Source: an optimization exercise on an open RTL-to-GDS flow (aim: small area, a short achievable clock period and few clock cycles per item). Production flows keep margins and buffers that such runs may drop. Function was checked by simulation only, so behaviour that the tests miss may differ from the original. Power figures rest on the tool's default switching activity, not on a simulated workload.

`run.sh`:
```
#!/bin/bash
# synth_recipe.tcl (not shown) runs the flow's synth.tcl, then flattens the netlist and writes it again
# the make line also repeats each setting of config.mk as NAME=value (left out here)
make -C /OpenROAD-flow-scripts/flow DESIGN_CONFIG=/design/flow/config.mk WORK_HOME=/design/flow/orfs CLKGATE_MAP_FILE= SYNTH_SCRIPT=/design/flow/synth_recipe.tcl finish
```
`config.mk`:
```
export PLATFORM = sky130hd
export DESIGN_NAME = lc4_core
export DESIGN_NICKNAME = lc4_core
export VERILOG_FILES = /design/flow/design.v
export SDC_FILE = /design/flow/constraint.sdc
export NUM_CORES = 4
export LEC_CHECK = 0
export CAP_MARGIN = 20
export CORE_MARGIN = 2
export CORE_UTILIZATION = 40
export PLACE_DENSITY = 0.6
export SLEW_MARGIN = 20
```
`constraint.sdc`:
```
create_clock -name core_clock -period 8.2 [get_ports {gwe}]
set_input_delay 1.6400 -clock core_clock [delete_from_list [all_inputs] [get_ports {gwe}]]
set_output_delay 1.6400 -clock core_clock [all_outputs]
set_load 0.01 [all_outputs]
```
`design.v`:
```
`timescale 1ns/1ps
package lc4_pkg;
    parameter int XLEN = 16;
    typedef logic [XLEN-1:0] word_t;
    typedef logic [2:0]      reg_idx_t;
    typedef logic [2:0]      nzp_t;
    typedef word_t           imm_t;
    localparam nzp_t NZP_NEG  = 3'b100;
    localparam nzp_t NZP_ZERO = 3'b010;
    localparam nzp_t NZP_POS  = 3'b001;
    typedef enum logic [3:0] {
        OPC_ARITH   = 4'b0001,
        OPC_LOGIC   = 4'b0101,
        OPC_CONST   = 4'b1001,
        OPC_HICONST = 4'b1101
    } opcode_e;
    typedef enum logic [3:0] {
        ALU_ADD,
        ALU_SUB,
        ALU_MUL,
        ALU_ADDI,
        ALU_AND,
        ALU_OR,
        ALU_XOR,
        ALU_NOT,
        ALU_ANDI,
        ALU_CONST,
        ALU_HICONST,
        ALU_NOP
    } alu_op_e;
endpackage
`timescale 1ns/1ps
module lc4_regfile
(
    input  logic        gwe,
    input  logic        i_arst_n,
    input  logic [7:0]  i_rs_hot,
    input  logic [7:0]  i_rt_hot,
    output logic [15:0] o_rs_data,
    output logic [15:0] o_rt_data,
    input  logic        i_we,
    input  logic [2:0]  i_wsel,
    input  logic [15:0] i_wdata
);
    logic [15:0] regs [8];
    logic [15:0] wdata;
    logic [7:0]  wen;
    always_comb begin
        o_rs_data = '0;
        o_rt_data = '0;
        for (int i = 0; i < 8; i++) begin
            o_rs_data = o_rs_data | (regs[i] & {16{i_rs_hot[i]}});
            o_rt_data = o_rt_data | (regs[i] & {16{i_rt_hot[i]}});
        end
    end
    assign wdata = i_wdata & {16{i_arst_n}};
    always_comb begin
        for (int i = 0; i < 8; i++) begin
            wen[i] = ~i_arst_n | (i_we & (i_wsel == 3'(i)));
        end
    end
    always_ff @(posedge gwe) begin
        for (int i = 0; i < 8; i++) begin
            if (wen[i]) begin
                regs[i] <= wdata;
            end
        end
    end
endmodule
`timescale 1ns/1ps
module lc4_decode
(
    input  logic [15:0] i_insn,
    output logic        o_we,
    output logic        o_mul,
    output logic        o_use_a,
    output logic        o_use_b
);
    logic arith;
    logic logic_op;
    assign arith    = (i_insn[15:12] == 4'b0001);
    assign logic_op = (i_insn[15:12] == 4'b0101);
    assign o_we     = (arith & (i_insn[5:3] != 3'b011)) | logic_op |
                      (i_insn[15:12] == 4'b1001) | (i_insn[15:12] == 4'b1101);
    assign o_mul    = arith & (i_insn[5:3] == 3'b001);
    assign o_use_a  = arith | logic_op;
    assign o_use_b  = (arith & ~i_insn[5]) |
                      (logic_op & ~i_insn[5] & (i_insn[4:3] != 2'b01)) |
                      (i_insn[15:12] == 4'b1101);
endmodule
`timescale 1ns/1ps
module insn_queue
(
    input  logic        gwe,
    input  logic        i_arst_n,
    input  logic        i_load,
    input  logic        i_valid,
    input  logic [15:0] i_insn,
    output logic        o_valid,
    output logic [15:0] o_insn,
    output logic [7:0]  o_rs_hot,
    output logic [7:0]  o_rt_hot,
    output logic [15:0] o_nx_insn,
    output logic [7:0]  o_nx_rs_hot,
    output logic [7:0]  o_nx_rt_hot
);
    logic [2:0] bsel;
    logic [7:0] rs_hot;
    logic [7:0] rt_hot;
    assign bsel = (i_insn[15:12] == 4'b1101) ? i_insn[11:9] : i_insn[2:0];
    always_ff @(posedge gwe or negedge i_arst_n) begin
        if (!i_arst_n) begin
            o_valid <= 1'b0;
        end else if (i_load) begin
            o_valid <= i_valid;
        end
    end
    always_comb begin
        for (int i = 0; i < 8; i++) begin
            rs_hot[i] = (i_insn[8:6] == 3'(i));
            rt_hot[i] = (bsel == 3'(i));
        end
    end
    assign o_nx_insn   = i_load ? i_insn : o_insn;
    assign o_nx_rs_hot = i_load ? rs_hot : o_rs_hot;
    assign o_nx_rt_hot = i_load ? rt_hot : o_rt_hot;
    always_ff @(posedge gwe) begin
        o_insn   <= o_nx_insn;
        o_rs_hot <= o_nx_rs_hot;
        o_rt_hot <= o_nx_rt_hot;
    end
endmodule
`timescale 1ns/1ps
module lc4_execute
(
    input  logic [15:0] i_insn,
    input  logic [15:0] i_a,
    input  logic [15:0] i_b,
    output logic [15:0] o_s,
    output logic [15:0] o_c
);
    logic        arith;
    logic        logic_op;
    logic        is_const;
    logic        is_hiconst;
    logic        is_sub;
    logic        is_not;
    logic        op_sum;
    logic        op_mul;
    logic        op_p;
    logic        op_g;
    logic [15:0] imm5;
    logic [15:0] immv;
    logic [15:0] y;
    logic [15:0] p;
    logic [15:0] g;
    logic [15:0] sum;
    logic [15:0] ms;
    logic [15:0] mc;
    assign arith      = (i_insn[15:14] == 2'b00);
    assign logic_op   = (i_insn[15:14] == 2'b01);
    assign is_const   = (i_insn[15:14] == 2'b10);
    assign is_hiconst = (i_insn[15:14] == 2'b11);
    assign is_sub     = arith & (i_insn[5:3] == 3'b010);
    assign is_not     = logic_op & (i_insn[5:3] == 3'b001);
    assign op_mul     = arith & (i_insn[5:3] == 3'b001);
    assign op_sum     = arith & ~op_mul;
    assign op_p       = logic_op & ~i_insn[5] & (i_insn[4:3] != 2'b00);
    assign op_g       = logic_op & (i_insn[5] | ~i_insn[3]);
    assign imm5 = {{11{i_insn[4]}}, i_insn[4:0]};
    assign immv = is_const ? {{7{i_insn[8]}}, i_insn[8:0]} : {i_insn[7:0], 8'h00};
    assign y = ((i_insn[5] ? imm5 : i_b) ^ {16{is_sub}}) | {16{is_not}};
    lc4_add16 u_add (.i_a(i_a), .i_b(y), .i_cin(is_sub), .o_sum(sum), .o_p(p), .o_g(g));
    lc4_mul16 u_mul (.i_a(i_a), .i_b(i_b), .o_s(ms), .o_c(mc));
    assign o_s = (sum & {16{op_sum}}) | (p & {16{op_p}}) | (g & {16{op_g}}) |
                 (ms & {16{op_mul}}) | (immv & {16{is_const | is_hiconst}}) |
                 ({8'h00, i_b[7:0]} & {16{is_hiconst}});
    assign o_c = mc & {16{op_mul}};
endmodule
module lc4_add16
(
    input  logic [15:0] i_a,
    input  logic [15:0] i_b,
    input  logic        i_cin,
    output logic [15:0] o_sum,
    output logic [15:0] o_p,
    output logic [15:0] o_g
);
    logic [15:0] p;
    logic [15:0] g;
    logic [15:0] gg;
    logic [15:0] pp;
    always_comb begin
        p  = i_a ^ i_b;
        g  = i_a & i_b;
        gg = g;
        pp = p;
        gg[0] = g[0] | (p[0] & i_cin);
        for (int l = 0; l < 4; l++) begin
            for (int i = (2 << l) - 1; i < 16; i += (2 << l)) begin
                gg[i] = gg[i] | (pp[i] & gg[i - (1 << l)]);
                pp[i] = pp[i] & pp[i - (1 << l)];
            end
        end
        for (int l = 2; l >= 0; l--) begin
            for (int i = (3 << l) - 1; i < 16; i += (2 << l)) begin
                gg[i] = gg[i] | (pp[i] & gg[i - (1 << l)]);
                pp[i] = pp[i] & pp[i - (1 << l)];
            end
        end
        o_sum = p ^ {gg[14:0], i_cin};
        o_p   = p;
        o_g   = g;
    end
endmodule
module lc4_mul16
(
    input  logic [15:0] i_a,
    input  logic [15:0] i_b,
    output logic [15:0] o_s,
    output logic [15:0] o_c
);
    logic one0;
    logic two0;
    logic neg0;
    logic pp1;
    logic pp2;
    logic pp3;
    logic pp4;
    logic pp5;
    logic pp6;
    logic pp7;
    logic pp8;
    logic pp9;
    logic pp10;
    logic pp11;
    logic pp12;
    logic pp13;
    logic pp14;
    logic pp15;
    logic pp16;
    logic one1;
    logic two1;
    logic neg1;
    logic pp17;
    logic pp18;
    logic pp19;
    logic pp20;
    logic pp21;
    logic pp22;
    logic pp23;
    logic pp24;
    logic pp25;
    logic pp26;
    logic pp27;
    logic pp28;
    logic pp29;
    logic pp30;
    logic one2;
    logic two2;
    logic neg2;
    logic pp31;
    logic pp32;
    logic pp33;
    logic pp34;
    logic pp35;
    logic pp36;
    logic pp37;
    logic pp38;
    logic pp39;
    logic pp40;
    logic pp41;
    logic pp42;
    logic one3;
    logic two3;
    logic neg3;
    logic pp43;
    logic pp44;
    logic pp45;
    logic pp46;
    logic pp47;
    logic pp48;
    logic pp49;
    logic pp50;
    logic pp51;
    logic pp52;
    logic one4;
    logic two4;
    logic neg4;
    logic pp53;
    logic pp54;
    logic pp55;
    logic pp56;
    logic pp57;
    logic pp58;
    logic pp59;
    logic pp60;
    logic one5;
    logic two5;
    logic neg5;
    logic pp61;
    logic pp62;
    logic pp63;
    logic pp64;
    logic pp65;
    logic pp66;
    logic one6;
    logic two6;
    logic neg6;
    logic pp67;
    logic pp68;
    logic pp69;
    logic pp70;
    logic one7;
    logic two7;
    logic neg7;
    logic pp71;
    logic pp72;
    logic s73;
    logic c74;
    logic s75;
    logic c76;
    logic s77;
    logic c78;
    logic s79;
    logic c80;
    logic s81;
    logic c82;
    logic s83;
    logic c84;
    logic s85;
    logic c86;
    logic s87;
    logic c88;
    logic s89;
    logic c90;
    logic s91;
    logic s92;
    logic s93;
    logic s94;
    logic c95;
    logic s96;
    logic c97;
    logic s98;
    logic c99;
    logic s100;
    logic c101;
    logic s102;
    logic c103;
    logic s104;
    logic c105;
    logic s106;
    logic c107;
    logic s108;
    logic c109;
    logic s110;
    logic c111;
    logic s112;
    logic c113;
    logic s114;
    logic c115;
    logic s116;
    logic c117;
    logic s118;
    logic c119;
    logic s120;
    logic c121;
    logic s122;
    logic c123;
    logic s124;
    logic c125;
    logic s126;
    logic s127;
    logic s128;
    logic c129;
    logic s130;
    logic c131;
    logic s132;
    logic c133;
    logic s134;
    logic c135;
    logic s136;
    logic c137;
    logic s138;
    logic c139;
    logic s140;
    logic c141;
    logic s142;
    logic c143;
    logic s144;
    logic c145;
    logic s146;
    logic c147;
    logic s148;
    logic c149;
    logic s150;
    logic s151;
    logic c152;
    logic s153;
    logic c154;
    logic s155;
    logic c156;
    logic s157;
    logic c158;
    logic s159;
    logic c160;
    logic s161;
    logic c162;
    logic s163;
    logic c164;
    logic s165;
    logic c166;
    logic s167;
    logic c168;
    logic s169;
    logic c170;
    logic s171;
    logic c172;
    logic s173;
    logic c174;
    logic s175;
    logic c176;
    logic s177;
    assign one0 = i_b[0] ^ 1'b0;
    assign two0 = (i_b[1] & ~i_b[0] & ~1'b0) | (~i_b[1] & i_b[0] & 1'b0);
    assign neg0 = i_b[1];
    assign pp1 = (one0 & i_a[0]) ^ neg0;
    assign pp2 = ((one0 & i_a[1]) | (two0 & i_a[0])) ^ neg0;
    assign pp3 = ((one0 & i_a[2]) | (two0 & i_a[1])) ^ neg0;
    assign pp4 = ((one0 & i_a[3]) | (two0 & i_a[2])) ^ neg0;
    assign pp5 = ((one0 & i_a[4]) | (two0 & i_a[3])) ^ neg0;
    assign pp6 = ((one0 & i_a[5]) | (two0 & i_a[4])) ^ neg0;
    assign pp7 = ((one0 & i_a[6]) | (two0 & i_a[5])) ^ neg0;
    assign pp8 = ((one0 & i_a[7]) | (two0 & i_a[6])) ^ neg0;
    assign pp9 = ((one0 & i_a[8]) | (two0 & i_a[7])) ^ neg0;
    assign pp10 = ((one0 & i_a[9]) | (two0 & i_a[8])) ^ neg0;
    assign pp11 = ((one0 & i_a[10]) | (two0 & i_a[9])) ^ neg0;
    assign pp12 = ((one0 & i_a[11]) | (two0 & i_a[10])) ^ neg0;
    assign pp13 = ((one0 & i_a[12]) | (two0 & i_a[11])) ^ neg0;
    assign pp14 = ((one0 & i_a[13]) | (two0 & i_a[12])) ^ neg0;
    assign pp15 = ((one0 & i_a[14]) | (two0 & i_a[13])) ^ neg0;
    assign pp16 = ((one0 & i_a[15]) | (two0 & i_a[14])) ^ neg0;
    assign one1 = i_b[2] ^ i_b[1];
    assign two1 = (i_b[3] & ~i_b[2] & ~i_b[1]) | (~i_b[3] & i_b[2] & i_b[1]);
    assign neg1 = i_b[3];
    assign pp17 = (one1 & i_a[0]) ^ neg1;
    assign pp18 = ((one1 & i_a[1]) | (two1 & i_a[0])) ^ neg1;
    assign pp19 = ((one1 & i_a[2]) | (two1 & i_a[1])) ^ neg1;
    assign pp20 = ((one1 & i_a[3]) | (two1 & i_a[2])) ^ neg1;
    assign pp21 = ((one1 & i_a[4]) | (two1 & i_a[3])) ^ neg1;
    assign pp22 = ((one1 & i_a[5]) | (two1 & i_a[4])) ^ neg1;
    assign pp23 = ((one1 & i_a[6]) | (two1 & i_a[5])) ^ neg1;
    assign pp24 = ((one1 & i_a[7]) | (two1 & i_a[6])) ^ neg1;
    assign pp25 = ((one1 & i_a[8]) | (two1 & i_a[7])) ^ neg1;
    assign pp26 = ((one1 & i_a[9]) | (two1 & i_a[8])) ^ neg1;
    assign pp27 = ((one1 & i_a[10]) | (two1 & i_a[9])) ^ neg1;
    assign pp28 = ((one1 & i_a[11]) | (two1 & i_a[10])) ^ neg1;
    assign pp29 = ((one1 & i_a[12]) | (two1 & i_a[11])) ^ neg1;
    assign pp30 = ((one1 & i_a[13]) | (two1 & i_a[12])) ^ neg1;
    assign one2 = i_b[4] ^ i_b[3];
    assign two2 = (i_b[5] & ~i_b[4] & ~i_b[3]) | (~i_b[5] & i_b[4] & i_b[3]);
    assign neg2 = i_b[5];
    assign pp31 = (one2 & i_a[0]) ^ neg2;
    assign pp32 = ((one2 & i_a[1]) | (two2 & i_a[0])) ^ neg2;
    assign pp33 = ((one2 & i_a[2]) | (two2 & i_a[1])) ^ neg2;
    assign pp34 = ((one2 & i_a[3]) | (two2 & i_a[2])) ^ neg2;
    assign pp35 = ((one2 & i_a[4]) | (two2 & i_a[3])) ^ neg2;
    assign pp36 = ((one2 & i_a[5]) | (two2 & i_a[4])) ^ neg2;
    assign pp37 = ((one2 & i_a[6]) | (two2 & i_a[5])) ^ neg2;
    assign pp38 = ((one2 & i_a[7]) | (two2 & i_a[6])) ^ neg2;
    assign pp39 = ((one2 & i_a[8]) | (two2 & i_a[7])) ^ neg2;
    assign pp40 = ((one2 & i_a[9]) | (two2 & i_a[8])) ^ neg2;
    assign pp41 = ((one2 & i_a[10]) | (two2 & i_a[9])) ^ neg2;
    assign pp42 = ((one2 & i_a[11]) | (two2 & i_a[10])) ^ neg2;
    assign one3 = i_b[6] ^ i_b[5];
    assign two3 = (i_b[7] & ~i_b[6] & ~i_b[5]) | (~i_b[7] & i_b[6] & i_b[5]);
    assign neg3 = i_b[7];
    assign pp43 = (one3 & i_a[0]) ^ neg3;
    assign pp44 = ((one3 & i_a[1]) | (two3 & i_a[0])) ^ neg3;
    assign pp45 = ((one3 & i_a[2]) | (two3 & i_a[1])) ^ neg3;
    assign pp46 = ((one3 & i_a[3]) | (two3 & i_a[2])) ^ neg3;
    assign pp47 = ((one3 & i_a[4]) | (two3 & i_a[3])) ^ neg3;
    assign pp48 = ((one3 & i_a[5]) | (two3 & i_a[4])) ^ neg3;
    assign pp49 = ((one3 & i_a[6]) | (two3 & i_a[5])) ^ neg3;
    assign pp50 = ((one3 & i_a[7]) | (two3 & i_a[6])) ^ neg3;
    assign pp51 = ((one3 & i_a[8]) | (two3 & i_a[7])) ^ neg3;
    assign pp52 = ((one3 & i_a[9]) | (two3 & i_a[8])) ^ neg3;
    assign one4 = i_b[8] ^ i_b[7];
    assign two4 = (i_b[9] & ~i_b[8] & ~i_b[7]) | (~i_b[9] & i_b[8] & i_b[7]);
    assign neg4 = i_b[9];
    assign pp53 = (one4 & i_a[0]) ^ neg4;
    assign pp54 = ((one4 & i_a[1]) | (two4 & i_a[0])) ^ neg4;
    assign pp55 = ((one4 & i_a[2]) | (two4 & i_a[1])) ^ neg4;
    assign pp56 = ((one4 & i_a[3]) | (two4 & i_a[2])) ^ neg4;
    assign pp57 = ((one4 & i_a[4]) | (two4 & i_a[3])) ^ neg4;
    assign pp58 = ((one4 & i_a[5]) | (two4 & i_a[4])) ^ neg4;
    assign pp59 = ((one4 & i_a[6]) | (two4 & i_a[5])) ^ neg4;
    assign pp60 = ((one4 & i_a[7]) | (two4 & i_a[6])) ^ neg4;
    assign one5 = i_b[10] ^ i_b[9];
    assign two5 = (i_b[11] & ~i_b[10] & ~i_b[9]) | (~i_b[11] & i_b[10] & i_b[9]);
    assign neg5 = i_b[11];
    assign pp61 = (one5 & i_a[0]) ^ neg5;
    assign pp62 = ((one5 & i_a[1]) | (two5 & i_a[0])) ^ neg5;
    assign pp63 = ((one5 & i_a[2]) | (two5 & i_a[1])) ^ neg5;
    assign pp64 = ((one5 & i_a[3]) | (two5 & i_a[2])) ^ neg5;
    assign pp65 = ((one5 & i_a[4]) | (two5 & i_a[3])) ^ neg5;
    assign pp66 = ((one5 & i_a[5]) | (two5 & i_a[4])) ^ neg5;
    assign one6 = i_b[12] ^ i_b[11];
    assign two6 = (i_b[13] & ~i_b[12] & ~i_b[11]) | (~i_b[13] & i_b[12] & i_b[11]);
    assign neg6 = i_b[13];
    assign pp67 = (one6 & i_a[0]) ^ neg6;
    assign pp68 = ((one6 & i_a[1]) | (two6 & i_a[0])) ^ neg6;
    assign pp69 = ((one6 & i_a[2]) | (two6 & i_a[1])) ^ neg6;
    assign pp70 = ((one6 & i_a[3]) | (two6 & i_a[2])) ^ neg6;
    assign one7 = i_b[14] ^ i_b[13];
    assign two7 = (i_b[15] & ~i_b[14] & ~i_b[13]) | (~i_b[15] & i_b[14] & i_b[13]);
    assign neg7 = i_b[15];
    assign pp71 = (one7 & i_a[0]) ^ neg7;
    assign pp72 = ((one7 & i_a[1]) | (two7 & i_a[0])) ^ neg7;
    assign s73 = pp11 ^ pp25;
    assign c74 = pp11 & pp25;
    assign s75 = pp12 ^ pp26;
    assign c76 = pp12 & pp26;
    assign s77 = pp13 ^ pp27 ^ pp39;
    assign c78 = (pp13 & pp27) | (pp13 & pp39) | (pp27 & pp39);
    assign s79 = pp49 ^ pp57;
    assign c80 = pp49 & pp57;
    assign s81 = pp14 ^ pp28 ^ pp40;
    assign c82 = (pp14 & pp28) | (pp14 & pp40) | (pp28 & pp40);
    assign s83 = pp50 ^ pp58;
    assign c84 = pp50 & pp58;
    assign s85 = pp15 ^ pp29 ^ pp41;
    assign c86 = (pp15 & pp29) | (pp15 & pp41) | (pp29 & pp41);
    assign s87 = pp51 ^ pp59 ^ pp65;
    assign c88 = (pp51 & pp59) | (pp51 & pp65) | (pp59 & pp65);
    assign s89 = pp69 ^ pp71;
    assign c90 = pp69 & pp71;
    assign s91 = pp16 ^ pp30 ^ pp42;
    assign s92 = pp52 ^ pp60 ^ pp66;
    assign s93 = pp70 ^ pp72;
    assign s94 = pp7 ^ pp21;
    assign c95 = pp7 & pp21;
    assign s96 = pp8 ^ pp22;
    assign c97 = pp8 & pp22;
    assign s98 = pp9 ^ pp23 ^ pp35;
    assign c99 = (pp9 & pp23) | (pp9 & pp35) | (pp23 & pp35);
    assign s100 = pp45 ^ pp53;
    assign c101 = pp45 & pp53;
    assign s102 = pp10 ^ pp24 ^ pp36;
    assign c103 = (pp10 & pp24) | (pp10 & pp36) | (pp24 & pp36);
    assign s104 = pp46 ^ pp54;
    assign c105 = pp46 & pp54;
    assign s106 = s73 ^ pp37 ^ pp47;
    assign c107 = (s73 & pp37) | (s73 & pp47) | (pp37 & pp47);
    assign s108 = pp55 ^ pp61 ^ neg5;
    assign c109 = (pp55 & pp61) | (pp55 & neg5) | (pp61 & neg5);
    assign s110 = s75 ^ pp38 ^ pp48;
    assign c111 = (s75 & pp38) | (s75 & pp48) | (pp38 & pp48);
    assign s112 = pp56 ^ pp62 ^ c74;
    assign c113 = (pp56 & pp62) | (pp56 & c74) | (pp62 & c74);
    assign s114 = s77 ^ s79 ^ pp63;
    assign c115 = (s77 & s79) | (s77 & pp63) | (s79 & pp63);
    assign s116 = pp67 ^ neg6 ^ c76;
    assign c117 = (pp67 & neg6) | (pp67 & c76) | (neg6 & c76);
    assign s118 = s81 ^ s83 ^ pp64;
    assign c119 = (s81 & s83) | (s81 & pp64) | (s83 & pp64);
    assign s120 = pp68 ^ c78 ^ c80;
    assign c121 = (pp68 & c78) | (pp68 & c80) | (c78 & c80);
    assign s122 = s85 ^ s87 ^ s89;
    assign c123 = (s85 & s87) | (s85 & s89) | (s87 & s89);
    assign s124 = neg7 ^ c82 ^ c84;
    assign c125 = (neg7 & c82) | (neg7 & c84) | (c82 & c84);
    assign s126 = s91 ^ s92 ^ s93;
    assign s127 = c86 ^ c88 ^ c90;
    assign s128 = pp5 ^ pp19;
    assign c129 = pp5 & pp19;
    assign s130 = pp6 ^ pp20;
    assign c131 = pp6 & pp20;
    assign s132 = s94 ^ pp33 ^ pp43;
    assign c133 = (s94 & pp33) | (s94 & pp43) | (pp33 & pp43);
    assign s134 = s96 ^ pp34 ^ pp44;
    assign c135 = (s96 & pp34) | (s96 & pp44) | (pp34 & pp44);
    assign s136 = s98 ^ s100 ^ neg4;
    assign c137 = (s98 & s100) | (s98 & neg4) | (s100 & neg4);
    assign s138 = s102 ^ s104 ^ c99;
    assign c139 = (s102 & s104) | (s102 & c99) | (s104 & c99);
    assign s140 = s106 ^ s108 ^ c103;
    assign c141 = (s106 & s108) | (s106 & c103) | (s108 & c103);
    assign s142 = s110 ^ s112 ^ c107;
    assign c143 = (s110 & s112) | (s110 & c107) | (s112 & c107);
    assign s144 = s114 ^ s116 ^ c111;
    assign c145 = (s114 & s116) | (s114 & c111) | (s116 & c111);
    assign s146 = s118 ^ s120 ^ c115;
    assign c147 = (s118 & s120) | (s118 & c115) | (s120 & c115);
    assign s148 = s122 ^ s124 ^ c119;
    assign c149 = (s122 & s124) | (s122 & c119) | (s124 & c119);
    assign s150 = s126 ^ s127 ^ c123;
    assign s151 = pp3 ^ pp17;
    assign c152 = pp3 & pp17;
    assign s153 = pp4 ^ pp18;
    assign c154 = pp4 & pp18;
    assign s155 = s128 ^ pp31 ^ neg2;
    assign c156 = (s128 & pp31) | (s128 & neg2) | (pp31 & neg2);
    assign s157 = s130 ^ pp32 ^ c129;
    assign c158 = (s130 & pp32) | (s130 & c129) | (pp32 & c129);
    assign s159 = s132 ^ neg3 ^ c131;
    assign c160 = (s132 & neg3) | (s132 & c131) | (neg3 & c131);
    assign s161 = s134 ^ c95 ^ c133;
    assign c162 = (s134 & c95) | (s134 & c133) | (c95 & c133);
    assign s163 = s136 ^ c97 ^ c135;
    assign c164 = (s136 & c97) | (s136 & c135) | (c97 & c135);
    assign s165 = s138 ^ c101 ^ c137;
    assign c166 = (s138 & c101) | (s138 & c137) | (c101 & c137);
    assign s167 = s140 ^ c105 ^ c139;
    assign c168 = (s140 & c105) | (s140 & c139) | (c105 & c139);
    assign s169 = s142 ^ c109 ^ c141;
    assign c170 = (s142 & c109) | (s142 & c141) | (c109 & c141);
    assign s171 = s144 ^ c113 ^ c143;
    assign c172 = (s144 & c113) | (s144 & c143) | (c113 & c143);
    assign s173 = s146 ^ c117 ^ c145;
    assign c174 = (s146 & c117) | (s146 & c145) | (c117 & c145);
    assign s175 = s148 ^ c121 ^ c147;
    assign c176 = (s148 & c121) | (s148 & c147) | (c121 & c147);
    assign s177 = s150 ^ c125 ^ c149;
    assign o_s[0] = pp1;
    assign o_c[0] = neg0;
    assign o_s[1] = pp2;
    assign o_c[1] = 1'b0;
    assign o_s[2] = s151;
    assign o_c[2] = neg1;
    assign o_s[3] = s153;
    assign o_c[3] = c152;
    assign o_s[4] = s155;
    assign o_c[4] = c154;
    assign o_s[5] = s157;
    assign o_c[5] = c156;
    assign o_s[6] = s159;
    assign o_c[6] = c158;
    assign o_s[7] = s161;
    assign o_c[7] = c160;
    assign o_s[8] = s163;
    assign o_c[8] = c162;
    assign o_s[9] = s165;
    assign o_c[9] = c164;
    assign o_s[10] = s167;
    assign o_c[10] = c166;
    assign o_s[11] = s169;
    assign o_c[11] = c168;
    assign o_s[12] = s171;
    assign o_c[12] = c170;
    assign o_s[13] = s173;
    assign o_c[13] = c172;
    assign o_s[14] = s175;
    assign o_c[14] = c174;
    assign o_s[15] = s177;
    assign o_c[15] = c176;
endmodule
`timescale 1ns/1ps
module lc4_core
(
    input  logic        gwe,
    input  logic        i_arst_n,
    input  logic        i_insn_valid,
    input  logic [15:0] i_insn,
    output logic        o_insn_ready,
    output logic        o_ret_valid,
    input  logic        i_ret_ready,
    output logic [15:0] o_ret_insn,
    output logic        o_ret_we,
    output logic [2:0]  o_ret_wsel,
    output logic [15:0] o_ret_data,
    output logic [2:0]  o_ret_nzp
);
    logic        x_valid;
    logic [15:0] x_insn;
    logic [7:0]  x_rs_hot;
    logic [7:0]  x_rt_hot;
    logic [7:0]  y_rd_hot;
    logic [7:0]  x_rd_hot;
    logic [7:0]  xn_rs_hot;
    logic [7:0]  xn_rt_hot;
    logic [15:0] xn_insn;
    logic        xn_use_a;
    logic        xn_use_b;
    logic [7:0]  yn_rd_hot;
    logic        yn_fwd;
    logic        yn_mw;
    logic        byp_a;
    logic        byp_b;
    logic        x_we;
    logic        x_mul;
    logic        x_use_a;
    logic        x_use_b;
    logic [15:0] rf_a;
    logic [15:0] rf_b;
    logic [15:0] a;
    logic [15:0] b;
    logic [15:0] x_s;
    logic [15:0] x_c;
    logic        hit_a;
    logic        hit_b;
    logic        stall;
    logic        y_free;
    logic        x_fire;
    logic        y_valid;
    logic [15:0] y_insn;
    logic [15:0] y_s;
    logic [15:0] y_c;
    logic        y_fwd;    
    logic        y_mw;     
    logic [15:0] y_sum;
    logic        y_zero;
    assign y_free       = ~y_valid | i_ret_ready;
    assign x_fire       = x_valid & y_free & ~stall;
    assign o_insn_ready = ~x_valid | (y_free & ~stall);
    insn_queue u_in (
        .gwe      (gwe),
        .i_arst_n (i_arst_n),
        .i_load   (o_insn_ready),
        .i_valid  (i_insn_valid),
        .i_insn   (i_insn),
        .o_valid  (x_valid),
        .o_insn   (x_insn),
        .o_rs_hot (x_rs_hot),
        .o_rt_hot (x_rt_hot),
        .o_nx_insn   (xn_insn),
        .o_nx_rs_hot (xn_rs_hot),
        .o_nx_rt_hot (xn_rt_hot)
    );
    lc4_decode u_ndec (
        .i_insn  (xn_insn),
        .o_we    (),
        .o_mul   (),
        .o_use_a (xn_use_a),
        .o_use_b (xn_use_b)
    );
    lc4_decode u_xdec (
        .i_insn  (x_insn),
        .o_we    (x_we),
        .o_mul   (x_mul),
        .o_use_a (x_use_a),
        .o_use_b (x_use_b)
    );
    lc4_regfile u_rf (
        .gwe       (gwe),
        .i_arst_n  (i_arst_n),
        .i_rs_hot  (x_rs_hot),
        .i_rt_hot  (x_rt_hot),
        .o_rs_data (rf_a),
        .o_rt_data (rf_b),
        .i_we      (y_valid & i_ret_ready & (y_fwd | y_mw)),
        .i_wsel    (y_insn[11:9]),
        .i_wdata   (y_sum)
    );
    always_comb begin
        for (int i = 0; i < 8; i++) begin
            y_rd_hot[i] = (y_insn[11:9] == 3'(i));
            x_rd_hot[i] = (x_insn[11:9] == 3'(i));
        end
    end
    assign yn_fwd    = y_free ? (x_fire & x_we & ~x_mul) : y_fwd;
    assign yn_mw     = y_free ? (x_fire & x_mul) : y_mw;
    assign yn_rd_hot = y_free ? x_rd_hot : y_rd_hot;
    assign hit_a     = |(yn_rd_hot & xn_rs_hot);
    assign hit_b     = |(yn_rd_hot & xn_rt_hot);
    always_ff @(posedge gwe) begin
        byp_a <= yn_fwd & hit_a;
        byp_b <= yn_fwd & hit_b;
    end
    always_ff @(posedge gwe or negedge i_arst_n) begin
        if (!i_arst_n) begin
            stall <= 1'b0;
        end else begin
            stall <= yn_mw & ((hit_a & xn_use_a) | (hit_b & xn_use_b));
        end
    end
    assign a = byp_a ? y_s : rf_a;
    assign b = byp_b ? y_s : rf_b;
    lc4_execute u_alu (
        .i_insn (x_insn),
        .i_a    (a),
        .i_b    (b),
        .o_s    (x_s),
        .o_c    (x_c)
    );
    always_ff @(posedge gwe or negedge i_arst_n) begin
        if (!i_arst_n) begin
            y_valid <= 1'b0;
            y_fwd   <= 1'b0;
            y_mw    <= 1'b0;
        end else if (y_free) begin
            y_valid <= x_fire;
            y_fwd   <= x_fire & x_we & ~x_mul;
            y_mw    <= x_fire & x_mul;
        end
    end
    always_ff @(posedge gwe) begin
        if (y_free) begin
            y_insn <= x_insn;
            y_s    <= x_s;
            y_c    <= x_c;
        end
    end
    lc4_add16 u_cpa (.i_a(y_s), .i_b(y_c), .i_cin(1'b0), .o_sum(y_sum), .o_p(), .o_g());
    assign y_zero = &(~(y_s ^ y_c ^ {y_s[14:0] | y_c[14:0], 1'b0}));
    assign o_ret_valid = y_valid;
    assign o_ret_insn  = y_insn;
    assign o_ret_we    = y_fwd | y_mw;
    assign o_ret_wsel  = y_insn[11:9];
    assign o_ret_data  = y_sum;
    assign o_ret_nzp   = {y_sum[15], y_zero, ~y_sum[15] & ~y_zero};
endmodule
```
==> results_dict.tcl, run 1 <==
set metrics [dict create \
    area_growth_pct 11.5 \
    peakVddDrop_mv 0.310 \
    root_buffer "clkbuf_16" \
    cts_buffer_depth 3 \
    combPwrFrac 0.632 \
    worstSetupPathType "register to register" \
    synth_warnings 5 \
    setup_violations 0 \
    final_common_cell "edfxtp_1" \
    dieArea_um2 39400 \
    rsz0062_at_grt "no" \
    final_cell_mix "184 x edfxtp_1, 137 x a22oi_1, 115 x nor2_1" \
    end_kind "register" \
    insertion_delay_ps 530 \
    crit_path_frequent_cell "xnor2_1" \
    drive_gt1_frac 0.0870 \
    viasPerCell 6.28 \
    leakage_nw 6.17 \
    relSlewSlack 0.243 \
    synthesis.area_um2 15100 \
    drv_slew 0 \
    tns_ps 0 \
    vias 12900 \
    grt_util_all_layers 0.260 \
    grt_pass1_vias 12100 \
    crit_chain "a22oi_1 -> nand4_1 -> nor2_1 -> a21oi_1 -> buf_4 -> clkinv_1 -> a21oi_1 -> o22ai_1 -> a21oi_1 -> fa_1 -> fa_1 -> fa_1 -> xnor2_1 -> xnor2_1 -> xnor2_1 -> xnor2_1 -> xnor2_1 -> xnor2_1 -> xnor3_1 -> xnor2_1 -> o211ai_2" \
    gp_congestion 0.960 \
    io_pins 61 \
    period_needed_ps 6310 \
    first_iter_violations 1986 \
    ant_nets 0 \
    synth_flop_cell "edfxtp_1" \
    dieHeight_um 199 \
    wirelength_mm 51.3 \
    slowest_stage "dfxtp_1" \
    finalHoldViolCount 0 \
    grt_pass1_wl_mm 77.3 \
    path_max_fanout 17 \
    ys_ff_latch 214 \
    tightest_slew_ps 1110 \
    max_freq_mhz 159 \
    max_stage_delay_ps 930 \
    drc_errors 0 \
    crit_arrival_ps 6540 \
    p_switching_w 0.00341 \
    async_reset_ff_frac 0.0234 \
    cts_tree "yes" \
    cts_sinks 214 \
    holdWs_ps 467 \
    dp_hpwl_mm 36.2 \
    dr.pass1.iters 6 \
    grt_max_degree 47 \
    yosysSeqAreaShare 0.406 \
    cts_setup_buffers 0 \
    final_nets 1648 \
    row_count 71 \
    critPathLaunchType "register" \
    portBuffers 60 \
    clock_skew_ps 24.3 \
    status "timing/DRC/antenna clean" \
    crit_buf_inv 2 \
    cap_violations 0 \
    cts_buffers 24 \
    antennaDiodeCount 0 \
    globalRouteOverflowTotal 0 \
    cts_resized 0 \
    wire_per_inst_um 25.0 \
    p_per_area_nw_per_um2 444 \
    finalCritPeriodShare 0.769 \
    start_util 0.404 \
    p_clk_frac 0.137 \
    h-tree-depth 1 \
    internal_power_w 0.00407 \
    cp.required_ps 8440 \
    min_path_type "register to register" \
    syn_inst 1522 \
    antenna_found_initial 1 \
    crit_family "XOR/XNOR gates" \
    synth_area_per_cell_um2 9.94 \
    p_sw_frac 0.456 \
    core_um2 37500 \
    synth-edff-count 184 \
    dieWidth_um 199 \
    synthDistinctLibCells 77 \
    postCtsHoldBufs 0 \
    synth_nets 1648 \
    clkTransAtPathRegs_ps 60 \
    p_seq_frac 0.231 \
]
-- power groups by stage --
| stage | registers, W | clock network (W) | logic (W) |
|---|---|---|---|
| 2_1_floorplan | 0.00163 | 0 | 0.00305 |
| 3_3_place_gp | 0.00174 | 0 | 0.00465 |
| 3_5_place_dp | 0.00173 | 0 | 0.00465 |
| 4_1_cts | 0.00172 | 0.00104 | 0.00471 |
| 5_1_grt | 0.00175 | 0.00108 | 0.00514 |
| 6_report | 0.00173 | 0.00103 | 0.00473 |
-- worst paths after layout --
kind / to / slack [ps] / depth (start not counted) / startpoint
worst max register to register: y_s[15]$_DFFE_PN_ / 1890 / 21 / u_in.o_rs_hot[0]$_DFF_P_
worst max-delay path: y_s[15]$_DFFE_PN_ / 1890 / 21 / u_in.o_rs_hot[0]$_DFF_P_
worst min register to register: y_insn[12]$_DFFE_PN_ / 470 / 0 / u_in.o_insn[12]$_DFF_P_
worst min-delay path: y_insn[12]$_DFFE_PN_ / 470 / 0 / u_in.o_insn[12]$_DFF_P_
min in group asynchronous: y_fwd$_DFF_PN0_ / 1530 / 2 / i_arst_n
max in group asynchronous: y_mw$_DFF_PN0_ / 6360 / 2 / i_arst_n
-- sequential cells by signal, summed over array words and instances, names as in the netlist, 8 cells and up --
register and cells:
u_in.o_rs_hot 8, y_insn 16, y_s 16, u_rf.regs 128, u_in.o_rt_hot 8, y_c 15, u_in.o_insn 16
-- area by class of cell --
class	instances	area, um2
Multi-Input combinational cell	1077	8030
Clock buffer	31	647
Inverter	103	387
Sequential cell	214	6150
Tap cell	511	639
Fill cell	3589	20600
Timing Repair Buffer	102	916
Clock inverter	13	104
-- synth_stat cells, types with 10 or more instances --
library cell / count / area share
buf_4: 18 / 0.0089
a21o_1: 10 / 0.0050
dfxtp_1: 25 / 0.033
mux2i_1: 18 / 0.012
nor3_1: 12 / 0.0040
o22ai_1: 42 / 0.017
o211ai_1: 10 / 0.0050
xor2_1: 13 / 0.0075
edfxtp_1: 184 / 0.37
o21ai_0: 97 / 0.032
clkbuf_1: 65 / 0.016
buf_2: 14 / 0.0046
a21oi_1: 101 / 0.033
xnor2_1: 53 / 0.031
and2_1: 19 / 0.0079
buf_1: 20 / 0.0050
ha_1: 57 / 0.047
nand4_1: 36 / 0.015
inv_1: 96 / 0.024
nor2_1: 117 / 0.029
o221ai_1: 14 / 0.0081
nand2_1: 95 / 0.024
nor2b_1: 17 / 0.0070
a22oi_1: 137 / 0.068
fa_1: 49 / 0.065
and3_1: 11 / 0.0045
buf_6: 11 / 0.0082
a211oi_1: 10 / 0.0050
a221oi_1: 16 / 0.0093
-- metrics by stage --
stage,instances,area [um2],worst slack (ps),total power (W),util
4_1_cts,2051,16900,1910,0.00746,0.450
3_5_place_dp,2007,16100,2060,0.00638,0.430
3_3_place_gp,2007,16100,2130,0.00639,0.430
2_1_floorplan,1522,15100,2800,0.00468,-
5_1_grt,2051,16900,1580,0.00796,0.450
6_report,2051,16900,1890,0.00749,0.450
-- cells by family (layout without fill, tap and decap cells) --
kind of cell               after synthesis  after routing  synth area share
DFF                                    214            214             0.406
xor gates and xnor gates                69             69            0.0423
AOI/OAI and AO/OA                      517            517             0.232
muxes                                   32             32            0.0239
and+or+nand+nor                        346            346             0.110
buffers and inverters                  231            249            0.0684
adders and majority gates              113            113             0.117
-- per-layer routing --
| metal | GRT usage | vias up | part of all wire |
|---|---|---|---|
| met4 | 0.0882 | 0 | 0.042 |
| met3 | 0.0409 | 130 | 0.10 |
| met5 | 0 | - | 0 |
| met2 | 0.390 | 890 | 0.43 |
| met1 | 0.381 | 6178 | 0.43 |
| li1 | - | 5689 | - |
-- worst register-to-register path, cell delays in order (launching register included) --
cell	delay, ps
dfxtp_1	930
a22oi_1	240
nand4_1	160
nor2_1	50
a21oi_1	140
buf_4	250
clkinv_1	560
a21oi_1	310
o22ai_1	100
a21oi_1	210
fa_1	480
fa_1	510
fa_1	440
xnor2_1	170
xnor2_1	150
xnor2_1	150
xnor2_1	160
xnor2_1	150
xnor2_1	140
xnor3_1	420
xnor2_1	210
o211ai_2	90
Testbench counts, summed over its fixed seeds: cycles 16,336, items 16,000.
==> run 2: changes to the inputs <==
--- a/config.mk
+++ b/config.mk
@@ -5,6 +5,7 @@
 export SDC_FILE = /design/flow/constraint.sdc
 export NUM_CORES = 4
 export LEC_CHECK = 0
+export ABC_AREA = 1
 export CAP_MARGIN = 20
 export CORE_MARGIN = 2
 export CORE_UTILIZATION = 40
==> run 2 against run 1 <==
  * Still clean
  * Wire length decreased by 4.4%
  * Area after synthesis decreased by 1.3%
  * Non-clock buffer count decreased by 17
  * Clock power increased by 8%
  * Sequential share of layout area increased by 0.50 points
  * Setup slack improved by 300 ps
  * Register-to-register slack improved by 760 ps
  * Critical path type is now register to output port
  * Largest cell class unchanged
  * Largest power group unchanged
  * Highest routed layer unchanged
==> results_dict.tcl, run 2 <==
set metrics [dict create \
    status "timing/DRC/antenna clean" \
    cp.required_ps 6560 \
    dr.pass1.iters 7 \
    synth_area_per_cell_um2 8.59 \
    first_iter_violations 1473 \
    path_max_fanout 4 \
    crit_arrival_ps 4370 \
    final_cell_mix "479 x nand2_1, 201 x inv_1, 184 x edfxtp_1" \
    leakage_nw 7.35 \
    synthSimpleGateAreaFrac 0.225 \
    gp_congestion 0.986 \
    row_count 70 \
    netlist.area_leader.share 0.370 \
    portBuffers 60 \
    slowest_stage "clkdlybuf4s50_1" \
    clkTransAtPathRegs_ps 60 \
    h-tree-depth 1 \
    synth-xor-area-share 0.0491 \
    final_common_cell "nand2_1" \
    drv_slew 0 \
    synthesis.area_um2 14900 \
    cts_tree "yes" \
    rsz0062_at_grt "no" \
    critPathLaunchType "register" \
    cts_buffer_depth 3 \
    vias 12700 \
    fillCellCount 3532 \
    yosysMostFrequentCell "nand2_1" \
    drc_errors 0 \
    final_nets 1900 \
    syn_inst 1737 \
    dieHeight_um 197 \
    synthTopCellsByArea "edfxtp_1 37%, nand2_1 12%, fa_1 6.6%, inv_1 5.1%, ha_1 4.8%" \
    max_freq_mhz 166 \
    synth_flop_cell "edfxtp_1" \
    min_path_type "register to register" \
    fin_ws_ps 2190 \
    synth_nets 1863 \
    max_stage_delay_ps 530 \
    root_buffer "clkbuf_16" \
    finalCritPeriodShare 0.733 \
    start_util 0.407 \
    placed_area_um2 15800 \
    relSlewSlack 0.357 \
    ant_nets 0 \
    period_needed_ps 6010 \
    area_growth_pct 11.5 \
    worstSetupPathType "register to output port" \
    drive_gt1_frac 0.0831 \
    grt_pass1_vias 12300 \
    crit_chain "inv_1 -> ha_1 -> nand2_1 -> nand2_1 -> a31oi_1 -> inv_1 -> a221o_1 -> a31oi_1 -> o21ai_0 -> a31oi_1 -> fa_1 -> xnor2_1 -> inv_1 -> nor2_1 -> clkdlybuf4s50_1" \
    synth_top_family_by_area "simple AND/OR/NAND/NOR gates" \
    finalHoldViolCount 0 \
    multi_input_area_um2 7450 \
    place_ws_ps 2680 \
    yosys.area.top_type "edfxtp_1" \
    synth_warnings 5 \
    dp_hpwl_mm 36.1 \
    tns_ps 0 \
    wire_per_inst_um 21.7 \
    cts_buffers 26 \
    ys_ff_latch 214 \
    cts_resized 0 \
    yosysSeqAreaShare 0.412 \
    setup_violations 0 \
    peakVddDrop_mv 0.455 \
    cts_sinks 214 \
    antennaDiodeCount 0 \
    final_cell_area_um2 16600 \
    insertion_delay_ps 550 \
    p_per_area_nw_per_um2 431 \
    end_kind "output port" \
    wirelength_mm 49.1 \
    rrSetupSlack_ps 2650 \
    grt_max_degree 61 \
    antenna_found_initial 0 \
    synth-edff-count 184 \
    grt_util_all_layers 0.252 \
    core_um2 36700 \
    top_register "u_rf.regs" \
    synth.top_cells.by_count "480 x nand2_1, 201 x inv_1, 184 x edfxtp_1, 120 x nor2_1, 107 x nand3_1" \
    async_reset_ff_frac 0.0234 \
    largest_register_ff_count 128 \
    grt_pass1_wl_mm 74.0 \
    tightest_slew_ps 963 \
    muxShareOfSynthArea 0 \
    globalRouteOverflowTotal 0 \
    dieArea_um2 38900 \
    viasPerCell 5.60 \
    clock_skew_ps 25.8 \
    dieWidth_um 197 \
    synth-compound-area-share 0.109 \
    io_pins 61 \
    cap_violations 0 \
    postCtsHoldBufs 0 \
    synthAdderAreaFrac 0.113 \
    seq_area_um2 6150 \
    synthDistinctLibCells 60 \
    cts_setup_buffers 0 \
]
## run 2: cell families after synthesis
family	after synthesis
simple gates	788
buf+inv	296
compound gates	251
flops	214
fa+ha+maj	106
xor+xnor	82
## run 2: final cells by class
class	instances	share of cell area
multi-input combinational	1227	0.448
sequential	214	0.370
inverter	220	0.0502
timing repair buffer	85	0.0474
clock inverter	18	0.00947
clock buffer	30	0.0406
tap	468	0.0352
## run 2: metal layers
metal	vias up	track usage	share of wire
met4	0	0.111	0.048
met3	140	0.0417	0.094
met1	5961	0.346	0.42
li1	5866	-	-
met5	-	0	0
met2	698	0.394	0.44
## run 2: worst paths after layout
kind                                       endpoint                     start  depth (start not counted)
min in group asynchronous            y_mw$_DFF_PN0_                  i_arst_n                          1
setup / recovery                       o_ret_nzp[0]          y_s[3]$_DFFE_PN_                         15
max in group asynchronous  u_in.o_valid$_DFFE_PN0N_                  i_arst_n                          1
setup reg to reg                  y_s[12]$_DFFE_PN_  u_in.o_rt_hot[0]$_DFF_P_                         18
hold / removal                 y_insn[12]$_DFFE_PN_   u_in.o_insn[12]$_DFF_P_                          0
hold reg to reg                y_insn[12]$_DFFE_PN_   u_in.o_insn[12]$_DFF_P_                          0
## run 2: metrics by stage
| stage | util | power (W) | instances | hold WS [ps] |
|---|---|---|---|---|
| 2_1_floorplan | - | 0.00448 | 1737 | 408 |
| 3_3_place_gp | 0.430 | 0.00597 | 2213 | 437 |
| 3_5_place_dp | 0.431 | 0.00599 | 2214 | 422 |
| 4_1_cts | 0.454 | 0.00715 | 2262 | 445 |
| 5_1_grt | 0.454 | 0.00765 | 2262 | 458 |
| 6_report | 0.454 | 0.00717 | 2262 | 453 |
## run 2: worst max-delay path, delay by kind of cell (launching register included)
| kind | cells | cell delay, ps |
|---|---|---|
| adder cells (fa/ha/maj) | 2 | 570 |
| buffers and inverters | 4 | 880 |
| AND/OR/NAND/NOR | 3 | 240 |
| XOR/XNOR | 1 | 270 |
| flip-flops | 1 | 430 |
| AO/OA/AOI/OAI | 5 | 1430 |
## run 2: where the power goes
part / switching, W / total, W / leakage (nW) / internal, W
logic: 0.00272 / 0.00438 / 4.81 / 0.00166
clock network: 0.000459 / 0.00111 / 0.396 / 0.000653
registers: 0.000174 / 0.00168 / 2.15 / 0.00150
==> run 3: changes to the inputs <==
--- a/config.mk
+++ b/config.mk
@@ -5,9 +5,10 @@
 export SDC_FILE = /design/flow/constraint.sdc
 export NUM_CORES = 4
 export LEC_CHECK = 0
-export ABC_AREA = 1
 export CAP_MARGIN = 20
 export CORE_MARGIN = 2
 export CORE_UTILIZATION = 40
 export PLACE_DENSITY = 0.6
+export SETUP_SLACK_MARGIN = 2.9
 export SLEW_MARGIN = 20
+export TNS_END_PERCENT = 0
==> run 3 against run 2 <==
  * Sequential share of layout area fell by 1.9 points
  * Fmax rose by 7.9%
  * Register-to-register slack improved by 20 ps
  * Wire length rose by 9.4%
  * Total power rose by 9.6%
  * Final area rose by 6.2%
  * Largest cell class unchanged
  * Largest power group unchanged
==> results_dict.tcl, run 3 <==
set metrics [dict create \
    drive_gt1_frac 0.152 \
    tightest_slew_ps 1150 \
    crit_start "y_s[8]$_DFFE_PN_" \
    grt_pass1_vias 12200 \
    cts_sinks 214 \
    rsz0062_at_grt "yes" \
    cts_buffer_depth 3 \
    ys_ff_latch 214 \
    max_stage_delay_ps 950 \
    period_needed_ps 5570 \
    path_max_fanout 3 \
    dieWidth_um 199 \
    cts_tree "yes" \
    portBuffers 60 \
    peakVddDrop_mv 0.375 \
    netlist.area_leader.share 0.365 \
    p_per_area_nw_per_um2 445 \
    core_um2 37500 \
    antennaDiodeCount 0 \
    critPathLaunchType "register" \
    io_pins 61 \
    drv_slew 0 \
    finalCritPeriodShare 0.679 \
    drc_errors 0 \
    synth_flop_cell "edfxtp_1" \
    final_cell_mix "184 x edfxtp_1, 134 x a22oi_1, 114 x nor2_1" \
    grt_max_degree 47 \
    crit_family "simple AND/OR/NAND/NOR gates" \
    top_register "u_rf.regs" \
    wirelength_mm 53.6 \
    ff2ff_path_depth 18 \
    final_cell_area_um2 17700 \
    start_util 0.404 \
    dieArea_um2 39400 \
    tns_ps 0 \
    globalRouteOverflowTotal 0 \
    row_count 71 \
    synth_area_per_cell_um2 9.94 \
    synthDistinctLibCells 77 \
    slowest_stage "nor3_1" \
    dr.pass1.iters 7 \
    r2r-start "u_in.o_rt_hot[5]$_DFF_P_" \
    busiest_layer "met2" \
    finalHoldViolCount 0 \
    end_kind "output port" \
    yosysSeqAreaShare 0.406 \
    grt_util_all_layers 0.267 \
    dp_hpwl_mm 36.3 \
    synthesis.area_um2 15100 \
    max_freq_mhz 180 \
    postCtsHoldBufs 0 \
    crit_chain "inv_1 -> ha_1 -> xor2_1 -> nand4_1 -> or4_1 -> nor3_1 -> clkdlybuf4s50_1" \
    yosysMostFrequentCell "edfxtp_1" \
    root_buffer "clkbuf_16" \
    final_nets 1703 \
    min_path_type "register to register" \
    viasPerCell 6.36 \
    grtUsageMet1 0.380 \
    crit_buf_inv 2 \
    final_util 0.472 \
    setup_violations 0 \
    holdWs_ps 473 \
    placed_area_um2 16200 \
    async_reset_ff_frac 0.0234 \
    area_growth_pct 16.8 \
    synthTopCellsByArea "edfxtp_1 37%, a22oi_1 6.8%, fa_1 6.5%, ha_1 4.7%, a21oi_1 3.3%" \
    fillCellCount 3540 \
    relSlewSlack 0.227 \
    cts_buffers 23 \
    globalRouteMet3Util 0.0476 \
    first_iter_violations 2188 \
    yosys.area.top_type "edfxtp_1" \
    min_path_cells 0 \
    synth.top_cells.by_count "184 x edfxtp_1, 137 x a22oi_1, 117 x nor2_1, 101 x a21oi_1, 97 x o21ai_0" \
    path_depth 7 \
    antenna_found_initial 0 \
    synth-edff-count 184 \
    final_common_cell "edfxtp_1" \
    cap_violations 0 \
    synth_nets 1648 \
    worstSetupPathType "register to output port" \
    wire_per_inst_um 25.5 \
    use_met2 0.403 \
    h-tree-depth 1 \
    crit_arrival_ps 3930 \
    cp.required_ps 6560 \
    insertion_delay_ps 540 \
    ant_nets 0 \
    synth_warnings 5 \
    min_from "u_in.o_insn[12]$_DFF_P_" \
    syn_inst 1522 \
    leakage_nw 6.56 \
    clkTransAtPathRegs_ps 60 \
    status "timing/DRC/antenna clean" \
    vias 13400 \
    grt_pass1_wl_mm 78.4 \
    p_total_w 0.00786 \
    clock_skew_ps 29.7 \
    dieHeight_um 199 \
    gp_congestion 0.941 \
    largest_register_ff_count 128 \
]
==> run 3: layout make-up <==
| type | instances | area (um2) | share of cell area |
|---|---|---|---|
| Tap cell | 511 | 639 | 0.0362 |
| Inverter | 103 | 415 | 0.0235 |
| Clock inverter | 11 | 130 | 0.00736 |
| Clock buffer | 31 | 636 | 0.0360 |
| Timing Repair Buffer | 154 | 1400 | 0.0791 |
| Multi-Input combinational cell | 1081 | 8270 | 0.468 |
| Sequential cell | 214 | 6190 | 0.350 |
==> run 3: worst paths after layout <==
| kind | to | slack [ps] |
|---|---|---|
| setup / recovery | o_ret_nzp[1] | 2630 |
| hold / removal | y_insn[12]$_DFFE_PN_ | 470 |
| setup reg to reg | y_s[12]$_DFFE_PN_ | 2670 |
| hold reg to reg | y_insn[12]$_DFFE_PN_ | 470 |
| max in group asynchronous | y_fwd$_DFF_PN0_ | 6370 |
| min in group asynchronous | u_in.o_valid$_DFFE_PN0N_ | 1530 |
==> run 3: metal layers <==
layer | wire, um | vias up | part of all wire
li1 | - | 5795 | -
met1 | 22100 | 6461 | 0.41
met2 | 23200 | 963 | 0.43
met3 | 5900 | 179 | 0.11
met4 | 2540 | 0 | 0.047
met5 | 0 | - | 0
==> run 3: repair_timing <==
action,4_1_cts,5_1_grt
gates cloned,5,1
gates resized for setup,74,25
setup endpoints to repair,19,16
pin swaps,15,11
setup buffers,29,13
==> run 3: kinds of logic after synthesis <==
logic type | Yosys count | share of synthesized area
buffers and inverters | 231 | 0.0684
adder cells (fa/ha/maj) | 113 | 0.117
multiplexers | 32 | 0.0239
AND/OR/NAND/NOR | 346 | 0.110
XOR/XNOR | 69 | 0.0423
flip-flops | 214 | 0.406
AO/OA/AOI/OAI | 517 | 0.232
==> run 3: stage by stage <==
stage,std cells,worst slack (ps)
2_1_floorplan,1522,2930
3_5_place_dp,2015,1850
4_1_cts,2091,2680
5_1_grt,2105,2520
6_report,2105,2630
3_3_place_gp,2015,1940
==> run 3: power by group <==
group / internal [W] / leakage, nW / switching, W
registers: 0.00151 / 2.16 / 0.000205
clock network: 0.000612 / 0.358 / 0.000430
logic: 0.00210 / 4.04 / 0.00301
total: 0.00422 / 6.56 / 0.00364
==> run 4: changes to the inputs <==
--- a/design.v
+++ b/design.v
@@ -102,7 +102,9 @@
     output logic [7:0]  o_rt_hot,
     output logic [15:0] o_nx_insn,
     output logic [7:0]  o_nx_rs_hot,
-    output logic [7:0]  o_nx_rt_hot
+    output logic [7:0]  o_nx_rt_hot,
+    output logic [7:0]  o_in_rs_hot,
+    output logic [7:0]  o_in_rt_hot
 );
     logic [2:0] bsel;
     logic [7:0] rs_hot;
@@ -121,6 +123,8 @@
             rt_hot[i] = (bsel == 3'(i));
         end
     end
+    assign o_in_rs_hot = rs_hot;
+    assign o_in_rt_hot = rt_hot;
     assign o_nx_insn   = i_load ? i_insn : o_insn;
     assign o_nx_rs_hot = i_load ? rs_hot : o_rs_hot;
     assign o_nx_rt_hot = i_load ? rt_hot : o_rt_hot;
@@ -680,11 +684,23 @@
     logic [7:0]  xn_rs_hot;
     logic [7:0]  xn_rt_hot;
     logic [15:0] xn_insn;
-    logic        xn_use_a;
-    logic        xn_use_b;
-    logic [7:0]  yn_rd_hot;
-    logic        yn_fwd;
-    logic        yn_mw;
+    logic [7:0]  in_rs_hot;
+    logic [7:0]  in_rt_hot;
+    logic        in_use_a;
+    logic        in_use_b;
+    logic        h_xi_a;
+    logic        h_xi_b;
+    logic        h_yi_a;
+    logic        h_yi_b;
+    logic        h_yx_a;
+    logic        h_yx_b;
+    logic        x_go;
+    logic        byp_a_f;
+    logic        byp_b_f;
+    logic        stall_f;
+    logic        byp_a_h;
+    logic        byp_b_h;
+    logic        stall_h;
     logic        byp_a;
     logic        byp_b;
     logic        x_we;
@@ -697,8 +713,6 @@
     logic [15:0] b;
     logic [15:0] x_s;
     logic [15:0] x_c;
-    logic        hit_a;
-    logic        hit_b;
     logic        stall;
     logic        y_free;
     logic        x_fire;
@@ -725,14 +739,16 @@
         .o_rt_hot (x_rt_hot),
         .o_nx_insn   (xn_insn),
         .o_nx_rs_hot (xn_rs_hot),
-        .o_nx_rt_hot (xn_rt_hot)
+        .o_nx_rt_hot (xn_rt_hot),
+        .o_in_rs_hot (in_rs_hot),
+        .o_in_rt_hot (in_rt_hot)
     );
-    lc4_decode u_ndec (
-        .i_insn  (xn_insn),
+    lc4_decode u_idec (
+        .i_insn  (i_insn),
         .o_we    (),
         .o_mul   (),
-        .o_use_a (xn_use_a),
-        .o_use_b (xn_use_b)
+        .o_use_a (in_use_a),
+        .o_use_b (in_use_b)
     );
     lc4_decode u_xdec (
         .i_insn  (x_insn),
@@ -758,20 +774,29 @@
             x_rd_hot[i] = (x_insn[11:9] == 3'(i));
         end
     end
-    assign yn_fwd    = y_free ? (x_fire & x_we & ~x_mul) : y_fwd;
-    assign yn_mw     = y_free ? (x_fire & x_mul) : y_mw;
-    assign yn_rd_hot = y_free ? x_rd_hot : y_rd_hot;
-    assign hit_a     = |(yn_rd_hot & xn_rs_hot);
-    assign hit_b     = |(yn_rd_hot & xn_rt_hot);
+    assign h_xi_a = |(x_rd_hot & in_rs_hot);
+    assign h_xi_b = |(x_rd_hot & in_rt_hot);
+    assign h_yi_a = |(y_rd_hot & in_rs_hot);
+    assign h_yi_b = |(y_rd_hot & in_rt_hot);
+    assign h_yx_a = |(y_rd_hot & x_rs_hot);
+    assign h_yx_b = |(y_rd_hot & x_rt_hot);
+    assign x_go    = x_valid & ~stall;
+    assign byp_a_f = x_go & x_we & ~x_mul & h_xi_a;
+    assign byp_b_f = x_go & x_we & ~x_mul & h_xi_b;
+    assign stall_f = x_go & x_mul & ((h_xi_a & in_use_a) | (h_xi_b & in_use_b));
+    assign byp_a_h = y_fwd & (x_valid ? h_yx_a : h_yi_a);
+    assign byp_b_h = y_fwd & (x_valid ? h_yx_b : h_yi_b);
+    assign stall_h = y_mw & (x_valid ? ((h_yx_a & x_use_a) | (h_yx_b & x_use_b))
+                                     : ((h_yi_a & in_use_a) | (h_yi_b & in_use_b)));
     always_ff @(posedge gwe) begin
-        byp_a <= yn_fwd & hit_a;
-        byp_b <= yn_fwd & hit_b;
+        byp_a <= y_free ? byp_a_f : byp_a_h;
+        byp_b <= y_free ? byp_b_f : byp_b_h;
     end
     always_ff @(posedge gwe or negedge i_arst_n) begin
         if (!i_arst_n) begin
             stall <= 1'b0;
         end else begin
-            stall <= yn_mw & ((hit_a & xn_use_a) | (hit_b & xn_use_b));
+            stall <= y_free ? stall_f : stall_h;
         end
     end
     assign a = byp_a ? y_s : rf_a;
--- a/config.mk
+++ b/config.mk
@@ -5,10 +5,9 @@
 export SDC_FILE = /design/flow/constraint.sdc
 export NUM_CORES = 4
 export LEC_CHECK = 0
+export ABC_AREA = 1
 export CAP_MARGIN = 20
 export CORE_MARGIN = 2
 export CORE_UTILIZATION = 40
 export PLACE_DENSITY = 0.6
-export SETUP_SLACK_MARGIN = 2.9
 export SLEW_MARGIN = 20
-export TNS_END_PERCENT = 0
==> run 4 against run 3 <==
  * Via count down 4.8%
  * Fmax down 11%
  * Area after synthesis down 1.1%
  * Setup slack worse by 710 ps
  * Non-clock buffer count down 74
  * Final cell count up 7.2%
  * Utilization down 1.1 points
  * Clock power up 27%
==> results_dict.tcl, run 4 <==
set metrics [dict create \
    status "timing/DRC/antenna clean" \
    insertion_delay_ps 560 \
    portBuffers 60 \
    yosys.area.top_type "edfxtp_1" \
    io_pins 61 \
    p_per_area_nw_per_um2 498 \
    gp_congestion 0.975 \
    cp.required_ps 6560 \
    drive_gt1_frac 0.0604 \
    yosysMostFrequentCell "nand2_1" \
    peakVddDrop_mv 0.357 \
    root_buffer "clkbuf_16" \
    synthDistinctLibCells 53 \
    final_common_cell "nand2_1" \
    critPathLaunchType "register" \
    first_iter_violations 1353 \
    h-tree-depth 1 \
    row_count 70 \
    cts_buffer_depth 3 \
    globalRouteOverflowTotal 0 \
    vias 12800 \
    relSlewSlack 0.227 \
    viasPerCell 5.66 \
    final_nets 1894 \
    period_needed_ps 6280 \
    antenna_found_initial 0 \
    grt_max_degree 49 \
    dieHeight_um 197 \
    synth_warnings 5 \
    crit_chain "inv_1 -> ha_1 -> nand2_1 -> nand2_1 -> a31oi_1 -> inv_1 -> a221oi_1 -> nor2_1 -> a211oi_1 -> o21ai_0 -> a31oi_1 -> fa_1 -> xnor2_1 -> inv_1 -> nor2_1 -> clkdlybuf4s50_1" \
    finalHoldViolCount 0 \
    path_max_fanout 4 \
    drc_errors 0 \
    synthesis.area_um2 15000 \
    dieArea_um2 39000 \
    dieWidth_um 197 \
    largest_register_ff_count 128 \
    async_reset_ff_frac 0.0234 \
    finalCritPeriodShare 0.766 \
    grt_pass1_wl_mm 74.4 \
    cts_buffers 26 \
    wire_per_inst_um 21.8 \
    worstSetupPathType "register to output port" \
    clkTransAtPathRegs_ps 60 \
    start_util 0.408 \
    core_um2 36700 \
    netlist.area_leader.share 0.415 \
    synth-edff-count 207 \
    dr.pass1.iters 6 \
    leakage_nw 7.39 \
    dp_hpwl_mm 35.8 \
    ys_ff_latch 214 \
    max_freq_mhz 159 \
    cap_violations 0 \
    drv_slew 0 \
    top_register "u_rf.regs" \
    crit_arrival_ps 4640 \
    cts_sinks 214 \
    setup_violations 0 \
    final_cell_mix "503 x nand2_1, 207 x inv_1, 207 x edfxtp_1" \
    antennaDiodeCount 0 \
    min_path_type "register to register" \
    ant_nets 0 \
    slowest_stage "a211oi_1" \
    end_kind "output port" \
    grt_pass1_vias 12300 \
    synth_area_per_cell_um2 8.64 \
    crit_path_frequent_cell "inv_1" \
    fin_ws_ps 1920 \
    synthTopCellsByArea "edfxtp_1 42%, nand2_1 13%, fa_1 6.6%, inv_1 5.2%, ha_1 4.8%" \
    synth_nets 1858 \
    cts_setup_buffers 0 \
    p_total_w 0.00842 \
    postCtsHoldBufs 0 \
    wirelength_mm 49.1 \
    yosysSeqAreaShare 0.426 \
    cts_resized 0 \
    place_ws_ps 2100 \
    grt_util_all_layers 0.254 \
    clock_skew_ps 23.8 \
    area_growth_pct 13.0 \
    final_util 0.461 \
    synth.top_cells.by_count "503 x nand2_1, 208 x inv_1, 207 x edfxtp_1, 119 x nor2_1, 93 x nand3_1" \
    synth_flop_cell "edfxtp_1" \
    max_stage_delay_ps 550 \
    cts_tree "yes" \
    tightest_slew_ps 1160 \
    syn_inst 1732 \
    tns_ps 0 \
    rsz0062_at_grt "no" \
]
run 4: changes by cell type in the layout (fill, tap and decap cells not counted), moves of 55 or more:
| cell | delta |
|---|---|
| inv_1 | +116 |
| a22oi_1 | -118 |
| nand2_1 | +409 |
| buf_4 | -65 |
| nand3_1 | +86 |
| a21oi_1 | -55 |
run 4: worst paths after layout:
check	start	endpoint	slack, ps	cells after the start
worst min register to register	u_in.o_insn[12]$_DFFE_PP_	y_insn[12]$_DFFE_PN_	450	0
min in group asynchronous	i_arst_n	u_in.o_valid$_DFFE_PN0P_	1540	1
worst max register to register	byp_b$_DFF_P_	y_s[12]$_DFFE_PN_	2050	19
worst min-delay path	u_in.o_insn[12]$_DFFE_PP_	y_insn[12]$_DFFE_PN_	450	0
worst max-delay path	y_s[3]$_DFFE_PN_	o_ret_nzp[0]	1920	16
max in group asynchronous	i_arst_n	y_fwd$_DFFE_PN0N_	6180	1
run 4: metal layers:
| layer | share of wire | track usage |
|---|---|---|
| met2 | 0.45 | 0.407 |
| met1 | 0.42 | 0.357 |
| met5 | 0 | 0 |
| met4 | 0.035 | 0.0858 |
| met3 | 0.094 | 0.0330 |
run 4: per-stage QoR:
stage	instances	instance area (um2)	hold slack (ps)
finish	2256	16900	452
global placement	2208	15900	429
floorplan	1732	15000	426
detailed placement	2208	15900	441
global route	2256	16900	460
CTS	2256	16900	452
run 4: cell families after synthesis:
| kind of cell | after synthesis | share of synthesized area |
|---|---|---|
| buffers and inverters | 287 | 0.0817 |
| flip-flops | 214 | 0.426 |
| AO/OA/AOI/OAI | 243 | 0.108 |
| AND/OR/NAND/NOR | 799 | 0.222 |
| XOR/XNOR | 83 | 0.0486 |
| adder cells (fa/ha/maj) | 106 | 0.113 |
run 4: area by class of cell:
type,instances,area [um2]
timing repair buffer,80,751
tap,468,586
clock inverter,21,347
inverter,215,808
sequential,214,6380
fill,3451,19800
multi-input combinational,1231,7380
clock buffer,27,654
run 4: worst max-delay path: cells and delay by family (launching register included):
| family | cells | cell delay, ps |
|---|---|---|
| flip-flops | 1 | 400 |
| XOR/XNOR | 1 | 190 |
| buffers and inverters | 4 | 890 |
| AND/OR/NAND/NOR | 4 | 320 |
| adder cells (fa/ha/maj) | 2 | 530 |
| AO/OA/AOI/OAI | 5 | 1750 |
run 4: power by group:
part / switching (W) / internal (W) / leakage (nW)
registers: 0.000192 / 0.00155 / 2.21
logic: 0.00331 / 0.00206 / 4.70
clock network: 0.000481 / 0.000839 / 0.478
total: 0.00398 / 0.00445 / 7.39
Testbench counts of run 4, summed over its fixed seeds: cycles 16,336, items 16,000.

==> what the ideal ports hide <==
How much do the figures lean on ideal ports? The routed layouts below were timed once more, with nothing changed but the port constraints. Step 1 sets driving cells, clkbuf_16 on the clock port and buf_2 on the other inputs (assumed; they add their load-dependent delay and slew). Step 2 also shifts input and output timing later by t, the mid clock arrival at the registers, as if the neighbouring blocks saw the same clock. Three values: ideal ports, drivers, drivers and shift; two values: the first two.
run | t (ns) | setup slack, ns | hold WS [ns]
run 1 | 0.569 | 1.894 / 1.894 / 1.894 | 0.467 / 0.467 / 0.467
run 2 | 0.583 | 2.189 / 2.139 / 2.652 | 0.453 / 0.453 / 0.453
run 3 | 0.574 | 2.630 / 2.582 / 2.667 | 0.473 / 0.473 / 0.473
run 4 | 0.600 | 1.922 / 1.869 / 2.054 | 0.452 / 0.452 / 0.452
After both steps every run listed still meets setup and hold.
